Source: an optimization exercise on an open RTL-to-GDS flow (aim: small area, a short achievable clock period and few clock cycles per item). Production flows keep margins and buffers that such runs may drop. Only simulation tests tie the RTL to the original design; equivalence was not proved. Power and IR drop assume default switching activity.

File: design/flow/config.mk
export PLATFORM = sky130hd
export DESIGN_NAME = up_sampler
export DESIGN_NICKNAME = up_sampler
export VERILOG_FILES = /design/flow/design.v
export SDC_FILE = /design/flow/constraint.sdc
export NUM_CORES = 4
export LEC_CHECK = 0
export CAP_MARGIN = 20
export CORE_MARGIN = 2
export CORE_UTILIZATION = 40
export SLEW_MARGIN = 20
File: design/flow/constraint.sdc
create_clock -name core_clock -period 5.0 [get_ports {clk}]
set_input_delay 1.0000 -clock core_clock [delete_from_list [all_inputs] [get_ports {clk}]]
set_output_delay 1.0000 -clock core_clock [all_outputs]
set_load 0.01 [all_outputs]
File: design/flow/design.v
package up_sampler_pkg;
    localparam int unsigned DW_DEF = 8;
    localparam int unsigned TAP_D  = 25;
    localparam int unsigned STRIDE = TAP_D + 2;
endpackage
module up_line_buf #(
    parameter int unsigned N  = 400,
    parameter int unsigned D  = 25,
    parameter int unsigned DW = 8,
    parameter int unsigned K  = N / D,
    parameter int unsigned TW = (K > 1) ? $clog2(K) : 1
) (
    input  logic          clk,
    input  logic          we,
    input  logic [TW-1:0] wtap,
    input  logic [DW-1:0] wdata,
    input  logic [TW-1:0] rtap,
    output logic [DW-1:0] rdata
);
    logic [N-1:0][DW-1:0] r;
    logic [K-1:0][DW-1:0] tap_q;
    for (genvar i = 0; i < N; i++) begin : g_st
        if (i % D == 0) begin : g_tap
            always_ff @(posedge clk)
                r[i] <= (we && wtap == TW'(i / D)) ? wdata : r[(i + N - 1) % N];
        end else begin : g_pass
            always_ff @(posedge clk)
                r[i] <= r[i - 1];
        end
    end
    for (genvar j = 0; j < K; j++) begin : g_rt
        assign tap_q[j] = r[(j * D + N - 1) % N];
    end
    assign rdata = tap_q[rtap];
endmodule
module up_sampler #(
    parameter int unsigned IN_W = 400,
    parameter int unsigned IN_H = 300,
    parameter int unsigned DW   = up_sampler_pkg::DW_DEF
) (
    input  logic          clk,
    input  logic          rst,
    output logic          rd_en,
    input  logic          din_valid,
    input  logic [DW-1:0] din,
    output logic          dout_valid,
    input  logic          dout_ready,
    output logic [DW-1:0] dout,
    output logic          sof,
    output logic          eol,
    output logic          frame_done
);
    localparam int unsigned D   = up_sampler_pkg::TAP_D;
    localparam int unsigned K   = IN_W / D;
    localparam int unsigned TW  = $clog2(K);
    localparam int unsigned OW  = $clog2(D);
    localparam int unsigned CW  = $clog2(IN_W + 1);
    localparam int unsigned LW  = $clog2(IN_H);
    localparam int unsigned IQ  = 3;      
    localparam int unsigned PQ  = 2;      
    localparam int unsigned PW  = DW + 3;  
    logic [TW-1:0] rj, wj;
    logic [OW-1:0] ro, wo;
    logic [CW-1:0] rc;         
    logic          rcopy;      
    logic [LW-1:0] rline;
    logic [CW-1:0] wc;         
    logic rd_go, wr_go;
    logic [DW-1:0] ring_q;
    logic [PQ-1:0][PW-1:0] pq;
    logic [$clog2(PQ+1)-1:0] pcnt;
    logic [IQ-1:0][DW-1:0] iq;
    logic [$clog2(IQ+1)-1:0] icnt;
    logic rd_en_q;
    logic          hv, hph, heol, hlast;
    logic [DW-1:0] hd;
    logic          sof_q, eol_q, fd_q;
    logic rlast_px, pop, take, adv;
    assign rlast_px = (rc == CW'(IN_W - 1));
    assign rd_go = (ro == '0) && (pcnt < PQ) && (rcopy || (wc > rc));
    assign wr_go = (wo == '0) && (icnt != '0) && (rcopy ? (wc < rc) : (wc < CW'(IN_W)));
    up_line_buf #(
        .N (IN_W),
        .D (D),
        .DW(DW),
        .K (K),
        .TW(TW)
    ) u_line_buf (
        .clk  (clk),
        .we   (wr_go),
        .wtap (wj),
        .wdata(iq[0]),
        .rtap (rj),
        .rdata(ring_q)
    );
    assign adv  = hv & dout_ready & ~hph;
    assign take = ~hv | (dout_ready & hph);
    assign pop  = take & (pcnt != '0);
    always_ff @(posedge clk) begin
        if (rst) begin
            rj <= '0; ro <= '0; wj <= '0; wo <= '0;
            rc <= '0; rcopy <= 1'b0; rline <= '0; wc <= '0;
            pcnt <= '0; icnt <= '0; rd_en_q <= 1'b0;
            hv <= 1'b0; hph <= 1'b0; heol <= 1'b0; hlast <= 1'b0;
            sof_q <= 1'b0; eol_q <= 1'b0; fd_q <= 1'b0;
        end else begin
            if (rd_go) begin
                rj <= rj - TW'(2);
                ro <= OW'(D - 1);
            end else if (ro == OW'(D - 1)) begin
                rj <= rj + TW'(1);
                ro <= '0;
            end else begin
                ro <= ro + OW'(1);
            end
            if (rd_go) begin
                rc <= rlast_px ? '0 : rc + CW'(1);
                if (rlast_px) begin
                    rcopy <= ~rcopy;
                    if (rcopy) rline <= (rline == LW'(IN_H - 1)) ? '0 : rline + LW'(1);
                end
            end
            if (rd_go && rlast_px && !rcopy) begin
                wc <= '0;
                wj <= rj - TW'(2);
                wo <= OW'(D - 1);
            end else begin
                if (wr_go) begin
                    wc <= wc + CW'(1);
                    wj <= wj - TW'(2);
                    wo <= OW'(D - 1);
                end else if (wo == OW'(D - 1)) begin
                    wj <= wj + TW'(1);
                    wo <= '0;
                end else begin
                    wo <= wo + OW'(1);
                end
            end
            pcnt <= pcnt + (rd_go ? 1'b1 : 1'b0) - (pop ? 1'b1 : 1'b0);
            icnt <= icnt + (din_valid ? 1'b1 : 1'b0) - (wr_go ? 1'b1 : 1'b0);
            rd_en_q <= (icnt + (din_valid ? 1'b1 : 1'b0) - (wr_go ? 1'b1 : 1'b0)
                        + (rd_en_q ? 1'b1 : 1'b0)) < IQ;
            fd_q <= hv & dout_ready & hph & hlast;
            if (adv) begin
                hph   <= 1'b1;
                sof_q <= 1'b0;
                eol_q <= heol;
            end else if (take) begin
                hv  <= pcnt != '0;
                hph <= 1'b0;
                eol_q <= 1'b0;
                sof_q <= pq[0][DW+2];
                heol  <= pq[0][DW+1];
                hlast <= pq[0][DW];
            end
        end
    end
    logic [PW-1:0] pnew;
    assign pnew = {(rline == '0) && !rcopy && (rc == '0), rlast_px,
                   rcopy && rlast_px && (rline == LW'(IN_H - 1)), ring_q};
    always_ff @(posedge clk) begin
        if (take && !adv && pcnt != '0) hd <= pq[0][DW-1:0];
        for (int i = 0; i < PQ; i++) begin
            if (pop) begin
                if (rd_go && (pcnt - 1'b1) == i) pq[i] <= pnew;
                else if (i + 1 < PQ) pq[i] <= pq[(i + 1) % PQ];
            end else if (rd_go && pcnt == i) begin
                pq[i] <= pnew;
            end
        end
        for (int i = 0; i < IQ; i++) begin
            if (wr_go) begin
                if (din_valid && (icnt - 1'b1) == i) iq[i] <= din;
                else if (i + 1 < IQ) iq[i] <= iq[(i + 1) % IQ];
            end else if (din_valid && icnt == i) begin
                iq[i] <= din;
            end
        end
    end
    assign rd_en      = rd_en_q;
    assign dout_valid = hv;
    assign dout       = hd;
    assign sof        = sof_q;
    assign eol        = eol_q;
    assign frame_done = fd_q;
endmodule
File: design/flow/run.sh
#!/bin/bash
# synth_recipe.tcl (not shown) runs the flow's synth.tcl, then flattens the netlist and writes it again
# the make line also repeats each setting of config.mk as NAME=value (left out here)
make -C /OpenROAD-flow-scripts/flow DESIGN_CONFIG=/design/flow/config.mk WORK_HOME=/design/flow/orfs CLKGATE_MAP_FILE= SYNTH_SCRIPT=/design/flow/synth_recipe.tcl finish
==> PnR_summary.wiki <==
{| class="wikitable"
! Metric !! Value
|-
| Kind of launch point of the worst setup path || register
|-
| First-pass DRT Iterations || 5
|-
| Final Hold Viols || 0
|-
| Maximum operating frequency || 254.3 MHz
|-
| Core Footprint || 180500 µm²
|-
| DRC || 0
|-
| Period utilisation layout || 0.7866
|-
| Kind of end point of the critical path || register
|-
| Total of endpoints with negative setup slack in the final report || 0
|-
| Slew at the pin closest to its max-slew limit || 1.170 ns
|-
| Reported max-cap violation count || 0
|-
| Leakage Power || 0.03411 µW
|-
| Number of nets in the layout || 4250
|-
| Met1 track demand over resource in global routing || 0.1443
|-
| TritonCTS clock tree || yes
|-
| Setup TNS || 0 ns
|-
| Switch share || 0.2029
|-
| Wire length of the first global-routing pass || 144.8 mm
|-
| Number of vias after detailed routing || 26380
|-
| Most used flip-flop cell after synthesis || dfxtp_1
|-
| Post-synthesis sequential element count || 3312
|-
| Switching power of the nets || 10830 µW
|-
| Tightest Hold Check Type || reg -> reg
|-
| Net count after synthesis || 3956
|-
| Port Buffer Count || 24
|-
| Critical path peak fanout || 25
|-
| Layout-stage area growth over the synthesis result || 17.61%
|-
| Count of non-filler cells in the finished layout || 6786
|-
| Clock share of power || 0.417
|-
| DR vias/cell || 3.888
|-
| Worst slew slack as a fraction of its limit || 0.2199
|-
| Min setup slack post-route || 1.067 ns
|-
| Ports || 25
|-
| Latest clock arrival within the worst-skew pair || 0.89 ns
|-
| Gate power share || 0.031
|-
| Aggregate global routing overflow || 0
|-
| Crit path kind || reg -> reg
|-
| Number of global-route vias before repair || 26310
|-
| Run status || no timing/DRC/antenna violations
|-
| Max H-tree Level || 5
|-
| Register share of total power || 0.552
|-
| DIE AREA || 185000 µm²
|-
| HPWL after detailed placement || 53.65 mm
|-
| Number of max-slew violations in the final report || 0
|-
| Number of library cell types mapped by synthesis || 69
|-
| Share of cells above drive strength 1 || 0.1450
|-
| Data required time of the critical path || 5.79 ns
|-
| Initial core utilization || 0.4022
|-
| Count of nets left with antenna violations after detail routing || 0
|-
| Clock tree skew after final layout || 0.04833 ns
|-
| Routability cong. || 0.7210
|-
| CTS hold repair buffers || 0
|-
| Detail-routed net length per standard cell || 13.78 µm
|-
| Share of synthesized flip-flops with an asynchronous set or reset || 0
|-
| Gate Count Post-Synth || 3908
|-
| Setup WS pre-CTS || 1.116 ns
|-
| PD cells || 624.9 nW/µm²
|-
| Worst IR Drop VDD || 0.0003997 V
|-
| Antenna violations before repair || 6
|-
| Number of flops mapped to enable cells by yosys || 54
|-
| Max Buffers Root-to-Sink || 4
|-
| Clock-pin slew of the registers on the worst-case setup and hold paths || 0.06 ns
|-
| Post-CTS setup repair buffer count || 0
|-
| Pin count of the biggest net entering global routing || 38
|-
| Fill cell total of the finished layout || 14860
|-
| Total of warnings raised by yosys || 2
|-
| Seq/Total Area, Yosys || 0.9205
|-
| Mean Syn Cell Area || 18.58 µm²
|-
| Most crowded layer after global routing || met2
|-
| Grt met3 use || 0.02647
|-
| Height of the die || 430.1 µm
|-
| Num CTS Buffers || 303
|-
| Arrival @ worst endpoint || 4.72 ns
|-
| Netlist area before placement || 72620 µm²
|-
| Post-CTS Resized || 0
|-
| Cell Count Post-Placement || 6267
|-
| Detailed router's first-iteration violation count || 1231
|-
| Number of clock sinks || 3312
|-
| Die Span X || 430.1 µm
|-
| Site Rows || 156
|-
| Clock Tree Root || clkbuf_16
|-
| Setup repair after global routing missed its margin || false
|-
| Total wire length || 93.54 mm
|-
| Minimum clock period after layout || 3.933 ns
|-
| Tot GR Track Use || 0.1019
|-
| Pwr Total || 53370 µW
|-
| Routing usage on met2 || 0.1454
|-
| Cell-internal power || 42540 µW
|}
-- routing by layer --
| layer | part of all wire | vias up |
|---|---|---|
| li1 | - | 13150 |
| met1 | 0.52 | 12550 |
| met2 | 0.41 | 432 |
| met3 | 0.040 | 254 |
| met4 | 0.032 | 0 |
| met5 | 0 | - |
-- state kept, by name, summed over array words and instances, names as in the netlist, 2 cells and up --
register      flops
rj                4
pcnt              2
hd                8
u_line_buf.r   3200
pq               22
wj                4
rc                9
wo                5
iq               24
icnt              2
ro                5
wc                9
rline             9
-- per-stage QoR --
step           hold slack [ns]  instance area (µm²)  utilization
2_1_floorplan           0.3096                72620            -
3_3_place_gp            0.3095                75610       0.4188
3_5_place_dp            0.3121                75610       0.4188
4_1_cts                 0.2812                85390       0.4729
5_1_grt                 0.2933                85400       0.4730
6_report                0.2810                85410       0.4731
-- synth_stat cells, drive strengths merged (17+ instances only) --
cell,number,area share
mux4,40,0.013
nor2,49,0.0029
buf,23,0.0027
dfxtp,3258,0.90
edfxtp,54,0.022
inv,37,0.0019
xnor2,19,0.0023
ha,35,0.0060
clkbuf,17,0.00088
nand2,34,0.0018
a21oi,27,0.0019
nand3,23,0.0037
mux2,156,0.028
-- path summary, 6_finish.rpt --
check / startpoint / end / slack, ns / cells after the start
max: rc[6]$_SDFFE_PP0P_ / rd_en_q$_SDFF_PP0_ / 1.07 / 16
min: u_line_buf.r[237]$_DFF_P_ / u_line_buf.r[245]$_DFF_P_ / 0.28 / 0
max reg2reg: rc[6]$_SDFFE_PP0P_ / rd_en_q$_SDFF_PP0_ / 1.07 / 16
min reg2reg: u_line_buf.r[237]$_DFF_P_ / u_line_buf.r[245]$_DFF_P_ / 0.28 / 0
-- final cells by class --
class / count / area, µm² / area share
clock buffer: 428 / 8766 / 0.1026
inverter: 37 / 138.9 / 0.001626
clock inverter: 83 / 1011 / 0.01184
antenna: 8 / 20.02 / 0.0002344
multi-input combinational: 519 / 5385 / 0.06305
tap: 2370 / 2965 / 0.03472
timing repair buffer: 29 / 277.8 / 0.003252
sequential: 3312 / 66850 / 0.7827
-- critical path, cell delays in order (launching register included) --
cell and delay, ns:
dfxtp_1 0.41, inv_1 0.09, ha_1 0.34, a211oi_2 0.20
o21bai_1 0.11, o21a_2 0.31, nor2_8 0.52, ha_1 0.35
inv_1 0.06, ha_1 0.17, inv_1 0.06, fa_1 0.53
inv_1 0.06, ha_1 0.20, nor3_1 0.18, a31oi_1 0.06
a211oi_1 0.20
-- kinds of logic (layout without fill, tap and decap cells) --
kind of cell | Yosys count | in the layout | share of synthesized area
AOI/OAI and AO/OA | 71 | 71 | 0.006719
xor gates and xnor gates | 28 | 28 | 0.003377
adders and majority gates | 36 | 36 | 0.006306
buffers and inverters | 77 | 577 | 0.005513
DFF | 3312 | 3312 | 0.9205
muxes | 202 | 202 | 0.04207
other | 0 | 8 | 0
and+or+nand+nor | 182 | 182 | 0.01556
-- layout by cell type (no fill, tap or decap), drive strengths merged, types with 4 or more instances in the layout --
master         count
buf                5
a21oi             27
xor2               9
or4                6
inv               48
nor4               5
nand4             10
ha                35
or3                9
edfxtp            54
nand3b             5
dfxtp           3258
xnor2             19
nor2              49
clkdlybuf4s50     24
o21a               5
clkbuf           428
mux2             156
o21ai             11
mux2i              6
diode              8
clkinv            45
clkinvlp           6
mux4              40
a211oi             4
and3              11
nand3             23
bufinv            21
nand2             34
nor3              12
-- power groups by stage --
stage                     Sequential [µW]  Combinational [µW]  Clock [µW]
final                               29500                1640       22300
after global routing                29700                1800       24000
after CTS                           29500                1670       22900
after floorplan                     29500                1350           0
after global placement              30000                1610           0
after detailed placement            30100                1660           0
Testbench counts, summed over its fixed seeds: cycles 1,920,208, items 1,920,000.

-- static timing again, ports no longer ideal --
In the flow no input, the clock included, has a driving cell. The finished layout below was timed again as built, in two steps.
Step 1, drivers: a clkbuf_16 drives clk and a buf_2 each remaining input, both assumed.
Step 2 also shifts input and output timing later by t, the mid clock arrival at the registers, as if the neighbouring blocks saw the same clock.
a / b / c = no drivers / after step 1 / after step 2; a / b = the first two.
shift t [ns]: 0.940
slack for setup (ns): 1.067 / 1.067 / 1.067
hold slack, ns: 0.281 / 0.281 / 0.281
worst setup path at the end: register to register
pins driven straight from the clock port: 1
After both steps this run still meets setup and hold. The setup slack of this run moves by 0.000 ns with the drivers and by 0.000 ns with both steps.
